From an optimization exercise on the open Yosys and OpenROAD flow, aimed at small area, a short achievable clock period and few clock cycles per item; shortcuts taken in it are not production practice.
Function was checked by simulation only, so behaviour that the tests miss may differ from the original.
In every run shown here, the design's own scripts or RTL, not TritonCTS, make the clock network.
The flow treats the clock pin as an ideal source. Dropping or thinning the clock tree relies on that and would not hold on a real chip.
Power is estimated from default activity; no workload was simulated.

## flow/design.v (module list and top-level ports; edited modules follow where they fit)
// module argb_pixel_blend_unit: 861 lines
module argb_pixel_blend_unit (
  input  logic        clk_i,
  input  logic        rst_ni,
  input  logic        start_i,
  output logic        busy_o,
  input  logic [31:0] src_pixel_i,
  input  logic [31:0] dst_pixel_i,
  output logic        done_o,
  output logic [31:0] out_pixel_o,
  input  logic        cfg_valid_i,
  output logic        cfg_ready_o,
  input  logic [1:0]  cfg_index_i,
  input  logic [31:0] cfg_data_i
);
  // ...
==> flow/flow/run.sh <==
#!/bin/bash
# The standard layout (the standard.sh, standard synthesis unchanged) with
# smaller port buffers and a two-level clock tree built by flow/pre_cts.tcl
# (four root buffers on the clock port, sixteen leaf buffers) in place of
# TritonCTS. Each tool's output goes to standard.log.
set -euo pipefail
export BUFFER_PORTS_ARGS="-buffer_cell sky130_fd_sc_hd__buf_2"
export PRE_CTS_TCL="$PWD/flow/pre_cts.tcl"
bash standard.sh > standard.log 2>&1
==> flow/flow/clock_tree.tcl <==
proc build_clock_tree {nx ny leafcell rootcell} {
  set db [ord::get_db]
  set block [ord::get_db_block]
  set clk [$block findNet clk_i]
  set pts {}
  foreach it [$clk getITerms] {
    set inst [$it getInst]
    set b [$inst getBBox]
    lappend pts [list $it [expr {([$b xMin]+[$b xMax])/2}] [expr {([$b yMin]+[$b yMax])/2}]]
  }
  set n [llength $pts]
  set byx [lsort -integer -index 1 $pts]
  set leaves {}
  for {set i 0} {$i < $nx} {incr i} {
    set col [lsort -integer -index 2 [lrange $byx [expr {$i * $n / $nx}] [expr {($i + 1) * $n / $nx - 1}]]]
    set m [llength $col]
    for {set j 0} {$j < $ny} {incr j} {
      set c [lrange $col [expr {$j * $m / $ny}] [expr {($j + 1) * $m / $ny - 1}]]
      if {[llength $c] == 0} continue
      set cx 0; set cy 0
      foreach p $c { set cx [expr {$cx + [lindex $p 1]}]; set cy [expr {$cy + [lindex $p 2]}] }
      set q [expr {($i < $nx / 2 ? 0 : 1) + ($j < $ny / 2 ? 0 : 2)}]
      lappend leaves [list $c [expr {$cx / [llength $c]}] [expr {$cy / [llength $c]}] $q]
    }
  }
  set leafm [$db findMaster $leafcell]
  set rootm [$db findMaster $rootcell]
  set k 0
  for {set q 0} {$q < 4} {incr q} {
    set mine {}
    foreach l $leaves { if {[lindex $l 3] == $q} { lappend mine $l } }
    if {[llength $mine] == 0} continue
    set rx 0; set ry 0
    foreach l $mine { set rx [expr {$rx + [lindex $l 1]}]; set ry [expr {$ry + [lindex $l 2]}] }
    set root [odb::dbInst_create $block $rootm clkbuf_root_$q]
    $root setLocation [expr {$rx / [llength $mine]}] [expr {$ry / [llength $mine]}]
    $root setPlacementStatus PLACED
    set rnet [odb::dbNet_create $block clknet_root_$q]
    $rnet setSigType CLOCK
    [$root findITerm A] connect $clk
    [$root findITerm X] connect $rnet
    foreach l $mine {
      set b [odb::dbInst_create $block $leafm clkbuf_leaf_$k]
      $b setLocation [lindex $l 1] [lindex $l 2]
      $b setPlacementStatus PLACED
      set net [odb::dbNet_create $block clknet_leaf_$k]
      $net setSigType CLOCK
      [$b findITerm A] connect $rnet
      [$b findITerm X] connect $net
      foreach p [lindex $l 0] {
        set it [lindex $p 0]
        $it disconnect
        $it connect $net
      }
      incr k
    }
  }
  $clk setSigType CLOCK
  puts "build_clock_tree: $n sinks, $k leaf buffers"
}
==> flow/flow/pre_cts.tcl <==
# PRE_CTS hook: build the clock tree here (two buffer levels, see
# clock_tree.tcl) instead of TritonCTS, whose H-tree adds a third level.
source [file join [file dirname [info script]] clock_tree.tcl]
build_clock_tree 4 4 sky130_fd_sc_hd__clkbuf_16 sky130_fd_sc_hd__clkbuf_16
set_propagated_clock [all_clocks]
# cts.tcl calls clock_tree_synthesis next; the tree is already built.
rename clock_tree_synthesis orfs_unused_clock_tree_synthesis
proc clock_tree_synthesis {args} {
  puts "clock_tree_synthesis skipped: clock tree built by flow/pre_cts.tcl"
}
==> flow/standard.sh <==
#!/bin/bash
# synth_recipe.tcl (not shown) runs the flow's synth.tcl, then flattens the netlist and writes it again
# the make line also repeats each setting of config.mk as NAME=value (left out here)
make -C /OpenROAD-flow-scripts/flow DESIGN_CONFIG=/design/flow/config.mk WORK_HOME=/design/flow/orfs CLKGATE_MAP_FILE= SYNTH_SCRIPT=/design/flow/synth_recipe.tcl "${@:-finish}"
==> flow/config.mk <==
export PLATFORM = sky130hd
export DESIGN_NAME = argb_pixel_blend_unit
export DESIGN_NICKNAME = argb_pixel_blend_unit
export VERILOG_FILES = /design/flow/design.v
export SDC_FILE = /design/flow/constraint.sdc
export NUM_CORES = 4
export LEC_CHECK = 0
export CAP_MARGIN = 20
export CORE_MARGIN = 2
export CORE_UTILIZATION = 40
export SETUP_SLACK_MARGIN = 3.55
export SLEW_MARGIN = 20
==> flow/constraint.sdc <==
create_clock -name core_clock -period 5.5 [get_ports {clk_i}]
set_input_delay 1.1000 -clock core_clock [delete_from_list [all_inputs] [get_ports {clk_i}]]
set_output_delay 1.1000 -clock core_clock [all_outputs]
set_load 0.01 [all_outputs]
==> results_dict.tcl, run 1 <==
set metrics [dict create \
    synthCells 1419 \
    min_path_cells 0 \
    irDropWorstVdd_mv 0.212 \
    core-area_um2 41000 \
    layout.cells.non_filler 2030 \
    holdPathEnd "out_q[26]" \
    slew_viol_final 0 \
    multi_input_comb_cells 856 \
    fin_skew_ns 0.0169 \
    fmax_ghz 0.475 \
    path_buf_inv 0 \
    nNetsFinal 1806 \
    multiInputGateArea_um2 8650 \
    critPathMaxFanout 4 \
    drv_cap 0 \
    critPathKind "reg2reg" \
    place_inst 1979 \
    gr-usage-all-layers_pct 17.4 \
    synth_xor_area_share_pct 2.90 \
    ys_seq_elements 360 \
    synth_area_leader_cell "dfxtp_1" \
    status "finished clean" \
    top_area_cell_class "multi-input gates" \
    yosysMostFrequentCell "dfxtp_1" \
    multi_input_area_share_pct 45.8 \
    fin_crit_ns 2.11 \
    p_leak_nw 8.20 \
    synthAdderAreaFrac_pct 22.4 \
    tightestPinTransition_ns 0.608 \
    r2r_slack_ns 3.39 \
    reg2reg_to "out_q[8]" \
    postCtsSetupBuffers 16 \
    grt_max_degree 66 \
    clockNetworkPower_w 0.00142 \
    path_depth 7 \
    synth-main-ff-cell "dfxtp_1" \
    synth_area_um2 16700 \
    taps 532 \
    postPlaceCellArea_um2 17700 \
    synthDistinctLibCells 62 \
    period_share_pct 38.3 \
]
Testbench counts, summed over its fixed seeds: cycles 16,967, items 16,026.
==> inputs of run 2 (changes only) <==
--- a/flow/design.v
+++ b/flow/design.v
@@ -102,16 +102,26 @@
   logic [7:0] pp2 [8];
   logic [7:0] da2, db2;
   always_comb begin
     for (int i = 0; i < 8; i++)
       pp2[i] = ({8{ra_q[i]}} & p_q[23:16]) | ({8{rb[i]}} & q_q[23:16]);
   end
   assign da2 = p_q[23:16] & {8{dir1_q}};
   assign db2 = q_q[23:16] & {8{dirb1_q}};
+  logic [2:0] cy1;
+  logic [9:0] cys0;
+  assign cys0 = {1'b0, p_q[7:0], sub1_q} + {1'b0, q_q[7:0], sub1_q};
+  assign cy1[0] = cys0[9];
+  logic [9:0] cys1;
+  assign cys1 = {1'b0, p_q[15:8], sub1_q} + {1'b0, q_q[15:8], sub1_q};
+  assign cy1[1] = cys1[9];
+  logic [9:0] cys2;
+  assign cys2 = {1'b0, p_q[23:16], sub1_q} + {1'b0, q_q[23:16], sub1_q};
+  assign cy1[2] = cys2[9];
   logic t0_1;
   logic t0_2;
   assign t0_1 = pp0[0][2] ^ pp0[1][1] ^ pp0[2][0];
   assign t0_2 = (pp0[0][2] & pp0[1][1]) | (pp0[0][2] & pp0[2][0]) | (pp0[1][1] & pp0[2][0]);
   logic t0_3;
   logic t0_4;
   assign t0_3 = pp0[0][3] ^ pp0[1][2] ^ pp0[2][1];
   assign t0_4 = (pp0[0][3] & pp0[1][2]) | (pp0[0][3] & pp0[2][1]) | (pp0[1][2] & pp0[2][1]);
@@ -560,27 +570,29 @@
   assign t2_73 = t2_40 ^ t2_41 ^ db2[5];
   assign t2_74 = (t2_40 & t2_41) | (t2_40 & db2[5]) | (t2_41 & db2[5]);
   logic t2_75;
   logic t2_76;
   assign t2_75 = t2_44 ^ da2[7] ^ db2[7];
   assign t2_76 = (t2_44 & da2[7]) | (t2_44 & db2[7]) | (da2[7] & db2[7]);
   logic v2_q, add2_q, sub2_q;
   logic [7:0] top2_q;
+  logic [2:0] cy2_q;
   always_ff @(posedge clk_i or negedge rst_ni) begin
     if (!rst_ni) v2_q <= 1'b0;
     else         v2_q <= v1_q;
   end
   logic [43:0] r2_0_q;
   logic [43:0] r2_1_q;
   logic [43:0] r2_2_q;
   always_ff @(posedge clk_i) begin
     add2_q <= add1_q;
     sub2_q <= sub1_q;
     top2_q <= top1_q;
+    cy2_q <= cy1;
     r2_0_q <= {t0_76, t0_75, t0_43, t0_42, t0_74, t0_73, t0_72, db0[4], da0[4], t0_71, t0_70, t0_37, t0_69, t0_68, t0_66, t0_67, t0_65, t0_64, t0_62, t0_63, t0_61, t0_60, t0_58, t0_59, t0_57, t0_56, t0_54, t0_55, t0_53, t0_52, pp0[6][0], t0_13, t0_51, t0_50, t0_49, t0_48, pp0[4][0], t0_47, t0_46, t0_45, t0_1, pp0[1][0], pp0[0][1], pp0[0][0]};
     r2_1_q <= {t1_76, t1_75, t1_43, t1_42, t1_74, t1_73, t1_72, db1[4], da1[4], t1_71, t1_70, t1_37, t1_69, t1_68, t1_66, t1_67, t1_65, t1_64, t1_62, t1_63, t1_61, t1_60, t1_58, t1_59, t1_57, t1_56, t1_54, t1_55, t1_53, t1_52, pp1[6][0], t1_13, t1_51, t1_50, t1_49, t1_48, pp1[4][0], t1_47, t1_46, t1_45, t1_1, pp1[1][0], pp1[0][1], pp1[0][0]};
     r2_2_q <= {t2_76, t2_75, t2_43, t2_42, t2_74, t2_73, t2_72, db2[4], da2[4], t2_71, t2_70, t2_37, t2_69, t2_68, t2_66, t2_67, t2_65, t2_64, t2_62, t2_63, t2_61, t2_60, t2_58, t2_59, t2_57, t2_56, t2_54, t2_55, t2_53, t2_52, pp2[6][0], t2_13, t2_51, t2_50, t2_49, t2_48, pp2[4][0], t2_47, t2_46, t2_45, t2_1, pp2[1][0], pp2[0][1], pp2[0][0]};
   end
   logic t2_0_1;
   logic t2_0_2;
   assign t2_0_1 = r2_0_q[10] ^ r2_0_q[11];
   assign t2_0_2 = r2_0_q[10] & r2_0_q[11];
@@ -799,59 +811,61 @@
   logic [8:0] lo3_0;
   assign lo3_0 = {1'b0, t2_0_20, t2_0_18, t2_0_16, t2_0_15, r2_0_q[4], r2_0_q[3], r2_0_q[1], r2_0_q[0]} + {1'b0, t2_0_21, t2_0_19, t2_0_17, r2_0_q[7], 1'b0, 1'b0, r2_0_q[2], 1'b0};
   logic [8:0] lo3_1;
   assign lo3_1 = {1'b0, t2_1_20, t2_1_18, t2_1_16, t2_1_15, r2_1_q[4], r2_1_q[3], r2_1_q[1], r2_1_q[0]} + {1'b0, t2_1_21, t2_1_19, t2_1_17, r2_1_q[7], 1'b0, 1'b0, r2_1_q[2], 1'b0};
   logic [8:0] lo3_2;
   assign lo3_2 = {1'b0, t2_2_20, t2_2_18, t2_2_16, t2_2_15, r2_2_q[4], r2_2_q[3], r2_2_q[1], r2_2_q[0]} + {1'b0, t2_2_21, t2_2_19, t2_2_17, r2_2_q[7], 1'b0, 1'b0, r2_2_q[2], 1'b0};
   logic v3_q, add3_q, sub3_q;
   logic [7:0] top3_q;
+  logic [2:0] cy3_q;
   always_ff @(posedge clk_i or negedge rst_ni) begin
     if (!rst_ni) v3_q <= 1'b0;
     else         v3_q <= v2_q;
   end
   logic [17:0] r3_0_q;
   logic [17:0] r3_1_q;
   logic [17:0] r3_2_q;
   always_ff @(posedge clk_i) begin
     add3_q <= add2_q;
     sub3_q <= sub2_q;
     top3_q <= top2_q;
+    cy3_q <= cy2_q;
     r3_0_q <= {r2_0_q[43], r2_0_q[42], t2_0_36, t2_0_35, t2_0_34, t2_0_33, t2_0_32, t2_0_31, t2_0_30, t2_0_29, t2_0_28, t2_0_27, t2_0_26, t2_0_25, t2_0_24, (lo3_0[8] | sub2_q), t2_0_23, t2_0_22};
     r3_1_q <= {r2_1_q[43], r2_1_q[42], t2_1_36, t2_1_35, t2_1_34, t2_1_33, t2_1_32, t2_1_31, t2_1_30, t2_1_29, t2_1_28, t2_1_27, t2_1_26, t2_1_25, t2_1_24, (lo3_1[8] | sub2_q), t2_1_23, t2_1_22};
     r3_2_q <= {r2_2_q[43], r2_2_q[42], t2_2_36, t2_2_35, t2_2_34, t2_2_33, t2_2_32, t2_2_31, t2_2_30, t2_2_29, t2_2_28, t2_2_27, t2_2_26, t2_2_25, t2_2_24, (lo3_2[8] | sub2_q), t2_2_23, t2_2_22};
   end
   logic [7:0] res_d [3];
   logic [16:0] fa0, fb0, fs0;
   assign fa0 = {r3_0_q[17], r3_0_q[15], r3_0_q[13], r3_0_q[11], r3_0_q[9], r3_0_q[7], r3_0_q[5], r3_0_q[3], r3_0_q[0], 1'b0, 1'b0, 1'b0, 1'b0, 1'b0, 1'b0, 1'b0, 1'b0};
   assign fb0 = {1'b0, r3_0_q[16], r3_0_q[14], r3_0_q[12], r3_0_q[10], r3_0_q[8], r3_0_q[6], r3_0_q[4], r3_0_q[1], 1'b0, 1'b0, 1'b0, 1'b0, 1'b0, 1'b0, 1'b0, 1'b0};
   assign fs0[7:0] = 8'd0;
   logic [9:0] fh0;
   assign fh0 = {fa0[16:8], r3_0_q[2]} + {fb0[16:8], r3_0_q[2]};
   assign fs0[16:8] = fh0[9:1];
-  assign res_d[0] = (add3_q && fs0[16]) ? 8'hFF :
-                    (sub3_q && !fs0[16]) ? 8'h00 : fs0[15:8];
+  assign res_d[0] = (add3_q && cy3_q[0]) ? 8'hFF :
+                    (sub3_q && !cy3_q[0]) ? 8'h00 : fs0[15:8];
   logic [16:0] fa1, fb1, fs1;
   assign fa1 = {r3_1_q[17], r3_1_q[15], r3_1_q[13], r3_1_q[11], r3_1_q[9], r3_1_q[7], r3_1_q[5], r3_1_q[3], r3_1_q[0], 1'b0, 1'b0, 1'b0, 1'b0, 1'b0, 1'b0, 1'b0, 1'b0};
   assign fb1 = {1'b0, r3_1_q[16], r3_1_q[14], r3_1_q[12], r3_1_q[10], r3_1_q[8], r3_1_q[6], r3_1_q[4], r3_1_q[1], 1'b0, 1'b0, 1'b0, 1'b0, 1'b0, 1'b0, 1'b0, 1'b0};
   assign fs1[7:0] = 8'd0;
   logic [9:0] fh1;
   assign fh1 = {fa1[16:8], r3_1_q[2]} + {fb1[16:8], r3_1_q[2]};
   assign fs1[16:8] = fh1[9:1];
-  assign res_d[1] = (add3_q && fs1[16]) ? 8'hFF :
-                    (sub3_q && !fs1[16]) ? 8'h00 : fs1[15:8];
+  assign res_d[1] = (add3_q && cy3_q[1]) ? 8'hFF :
+                    (sub3_q && !cy3_q[1]) ? 8'h00 : fs1[15:8];
   logic [16:0] fa2, fb2, fs2;
   assign fa2 = {r3_2_q[17], r3_2_q[15], r3_2_q[13], r3_2_q[11], r3_2_q[9], r3_2_q[7], r3_2_q[5], r3_2_q[3], r3_2_q[0], 1'b0, 1'b0, 1'b0, 1'b0, 1'b0, 1'b0, 1'b0, 1'b0};
   assign fb2 = {1'b0, r3_2_q[16], r3_2_q[14], r3_2_q[12], r3_2_q[10], r3_2_q[8], r3_2_q[6], r3_2_q[4], r3_2_q[1], 1'b0, 1'b0, 1'b0, 1'b0, 1'b0, 1'b0, 1'b0, 1'b0};
   assign fs2[7:0] = 8'd0;
   logic [9:0] fh2;
   assign fh2 = {fa2[16:8], r3_2_q[2]} + {fb2[16:8], r3_2_q[2]};
   assign fs2[16:8] = fh2[9:1];
-  assign res_d[2] = (add3_q && fs2[16]) ? 8'hFF :
-                    (sub3_q && !fs2[16]) ? 8'h00 : fs2[15:8];
+  assign res_d[2] = (add3_q && cy3_q[2]) ? 8'hFF :
+                    (sub3_q && !cy3_q[2]) ? 8'h00 : fs2[15:8];
   logic        vo_q;
   logic [31:0] out_q;
   always_ff @(posedge clk_i or negedge rst_ni) begin
     if (!rst_ni) vo_q <= 1'b0;
     else         vo_q <= v3_q;
   end
   always_ff @(posedge clk_i) begin
     out_q <= {top3_q, res_d[2], res_d[1], res_d[0]};
==> results_dict.tcl, run 2 <==
set metrics [dict create \
    wl_per_cell_um 18.3 \
    ff2ff_path_depth 7 \
    clkTransAtPathRegs_ns 0.09 \
    setup_viol_count_final 0 \
    ys_async_sr_fraction_pct 4.72 \
    switching_share_pct 38.7 \
    insertion_delay_ns 0.33 \
    min_path_cells 0 \
    grt_setup_unrepaired "true" \
    tightestPinTransition_ns 0.954 \
    syn-num-nets 1912 \
    irDropWorstVdd_mv 0.214 \
    p_leak_nw 8.58 \
    num_rows 76 \
    slew_viol_final 0 \
    ys_seq_area_share_pct 43.6 \
    die_height_um 213 \
    final_common_cell "dfxtp_1" \
    p_sw_w 0.00398 \
    clkPwrFrac_pct 13.8 \
    hold_class "reg2reg" \
    die_width_um 213 \
    fillCellCount 4030 \
    synth_top_area_share_pct 35.6 \
    pwr-share-comb_pct 42.7 \
    num_io_pins 137 \
    io_buffers 134 \
    period_share_pct 36.7 \
    core-area_um2 43100 \
    first_global_vias 11500 \
    yosysMostFrequentCell "dfxtp_1" \
    worstPathArrival_ns 2.22 \
    fin_skew_ns 0.0156 \
    dp_hpwl_mm 28.9 \
    cp-start-kind "flop" \
    drc 0 \
    hold_viol_final 0 \
    critPathKind "reg2reg" \
    yosys-top-cells-area "dfxtp_1 36%, fa_1 17%, a22o_1 7.0%" \
    synth_commonest_cells "311 x dfxtp_1, 176 x inv_1, 150 x fa_1, 140 x a22o_1, 85 x clkbuf_1" \
    gr-total-overflow 0 \
    critPathMaxFanout 1 \
    layout.cells.non_filler 2224 \
    fin_tns_setup_ns 0 \
    hold_slack_ns 0.329 \
    synth.avg_cell_area_um2 11.0 \
    reg.largest.list "r2_0_q: 42 flops, r2_1_q: 42 flops, r2_2_q: 42 flops" \
    final_core_util_pct 44.9 \
    gr-usage-all-layers_pct 17.3 \
    cp.required_ns 5.70 \
    firstDrtPassIters 8 \
    fmax_ghz 0.496 \
    nNetsFinal 1965 \
    postPlaceCellArea_um2 18400 \
    drv_cap 0 \
    syn2layout_area_growth_pct 10.8 \
    synth-main-ff-cell "dfxtp_1" \
    synth_area_um2 17500 \
    synth_area_leader_cell "dfxtp_1" \
    ant_nets 0 \
    yosysWarnings 5 \
    grt_pass1_wl_mm 63.1 \
    critPathCaptureType "flop" \
    synthDistinctLibCells 60 \
    antenna_found_initial 8 \
    fin_crit_ns 2.02 \
    place_inst 2182 \
    start_util_pct 40.6 \
    synthCells 1585 \
    grt_max_degree 66 \
    routed_via_density 5.21 \
    gp_congestion 0.828 \
    intPower_w 0.00632 \
    dieArea_um2 45400 \
    ys_seq_elements 360 \
    drt-total-wl_mm 40.7 \
    drive_gt1_share_pct 17.5 \
    slew_headroom_pct 36.3 \
    p_seq_share_pct 43.5 \
    final_area_um2 19400 \
    synth_edf_count 32 \
    status "finished clean" \
    powerDensity_nw_per_um2 532 \
    final_cell_mix "252 x dfxtp_1, 175 x inv_1, 149 x fa_1" \
    num_vias 11600 \
    first_iter_violations 652 \
]
run 2: final timing paths:
check / end / slack [ns] / from
hold / removal: top2_q[6] / 0.33 / top1_q[6]
max in group asynchronous: ca_q[7] / 4.49 / rst_ni
min in group asynchronous: v3_q / 0.69 / rst_ni
setup reg to reg: r3_1_q[2] / 3.48 / r2_1_q[10]
hold reg to reg: top2_q[6] / 0.33 / top1_q[6]
setup / recovery: r3_1_q[2] / 3.48 / r2_1_q[10]
run 2: kinds of logic after synthesis:
group	after synthesis	share of synthesized area [%]
AOI/OAI and AO/OA	404	16.9
and+or+nand+nor	219	6.21
other	2	0.0430
muxes	15	0.945
DFF	360	43.6
xor gates and xnor gates	59	2.96
buffers and inverters	301	6.73
adders and majority gates	225	22.6
run 2: layout make-up:
class / count / area (um^2) / share of cell area [%]
antenna: 3 / 7.51 / 0.0388
buffer: 20 / 500 / 2.59
inverter: 176 / 661 / 3.41
multi-input combinational: 924 / 8750 / 45.2
sequential: 360 / 7750 / 40.0
tap: 585 / 732 / 3.78
timing repair buffer: 156 / 958 / 4.95
run 2: critical path, cell delays in order (launching register included):
cell,delay (ns)
dfxtp_2,0.34
ha_4,0.25
inv_2,0.03
fa_1,0.48
inv_1,0.05
ha_1,0.27
a21o_1,0.18
a211o_1,0.29
run 2: metrics by stage:
stage                     power [W]  worst slack [ns]
after global placement      0.00857              2.97
after global routing         0.0113              3.43
after CTS                    0.0102              3.47
after floorplan             0.00748              3.55
after detailed placement    0.00876              2.88
final                        0.0103              3.48
run 2: power groups by stage:
stage | sequential (W) | combinational, W | clock [W]
final | 0.00448 | 0.00440 | 0.00142
after global routing | 0.00458 | 0.00514 | 0.00158
after global placement | 0.00455 | 0.00402 | 0
after detailed placement | 0.00456 | 0.00420 | 0
after floorplan | 0.00396 | 0.00352 | 0
after CTS | 0.00453 | 0.00422 | 0.00148
run 2: routing by layer:
layer	wire length, um	part of all wire, %	vias to the layer above	GRT usage (%)
met4	1170	2.9	12	3.93
met2	18300	45	407	27.1
met5	64	0.16	-	0
li1	-	-	5441	-
met1	18000	44	5645	24.7
met3	3130	7.7	85	3.40
run 2: repair_timing:
| item | 4_1_cts | 5_1_grt |
|---|---|---|
| pin swaps | 1 | 6 |
| endpoints found under the setup margin | 130 | 61 |
| buffers inserted | 0 | 19 |
| resized for setup | 56 | 46 |
| hold buffers | 0 | 0 |
Testbench counts of run 2, summed over its fixed seeds: cycles 16,967, items 16,026.

## separate check: timing with driven ports
The flow's constraints put no driver on any port. The routed layouts listed below were extracted and timed again, unchanged, in two steps.
Step 1: set_driving_cell puts a clkbuf_16 on clk_i and a buf_2 on each other input, an assumption about the parent block.
Step 2, shift: input delay + t, output delay - t, t = (earliest + latest rising clock arrival at the registers) / 2. This alone moves slack from input paths to output paths.
Slacks: ideal / step 1 / step 2; pairs: ideal / step 1.
run | t (ns) | setup slack, ns | slew at the worst register clock pin (ns) | pins driven straight from the clock port
run 1 | 0.439 | 3.393 / 3.393 / 3.252 | 0.10 / 0.10 | 4
run 2 | 0.427 | 3.484 / 3.453 / 3.279 | 0.10 / 0.10 | 4
After both steps every run listed still meets setup and hold. For run 2, which loses most, drivers alone change the setup slack by -0.031 ns; drivers and shift together by -0.205 ns.
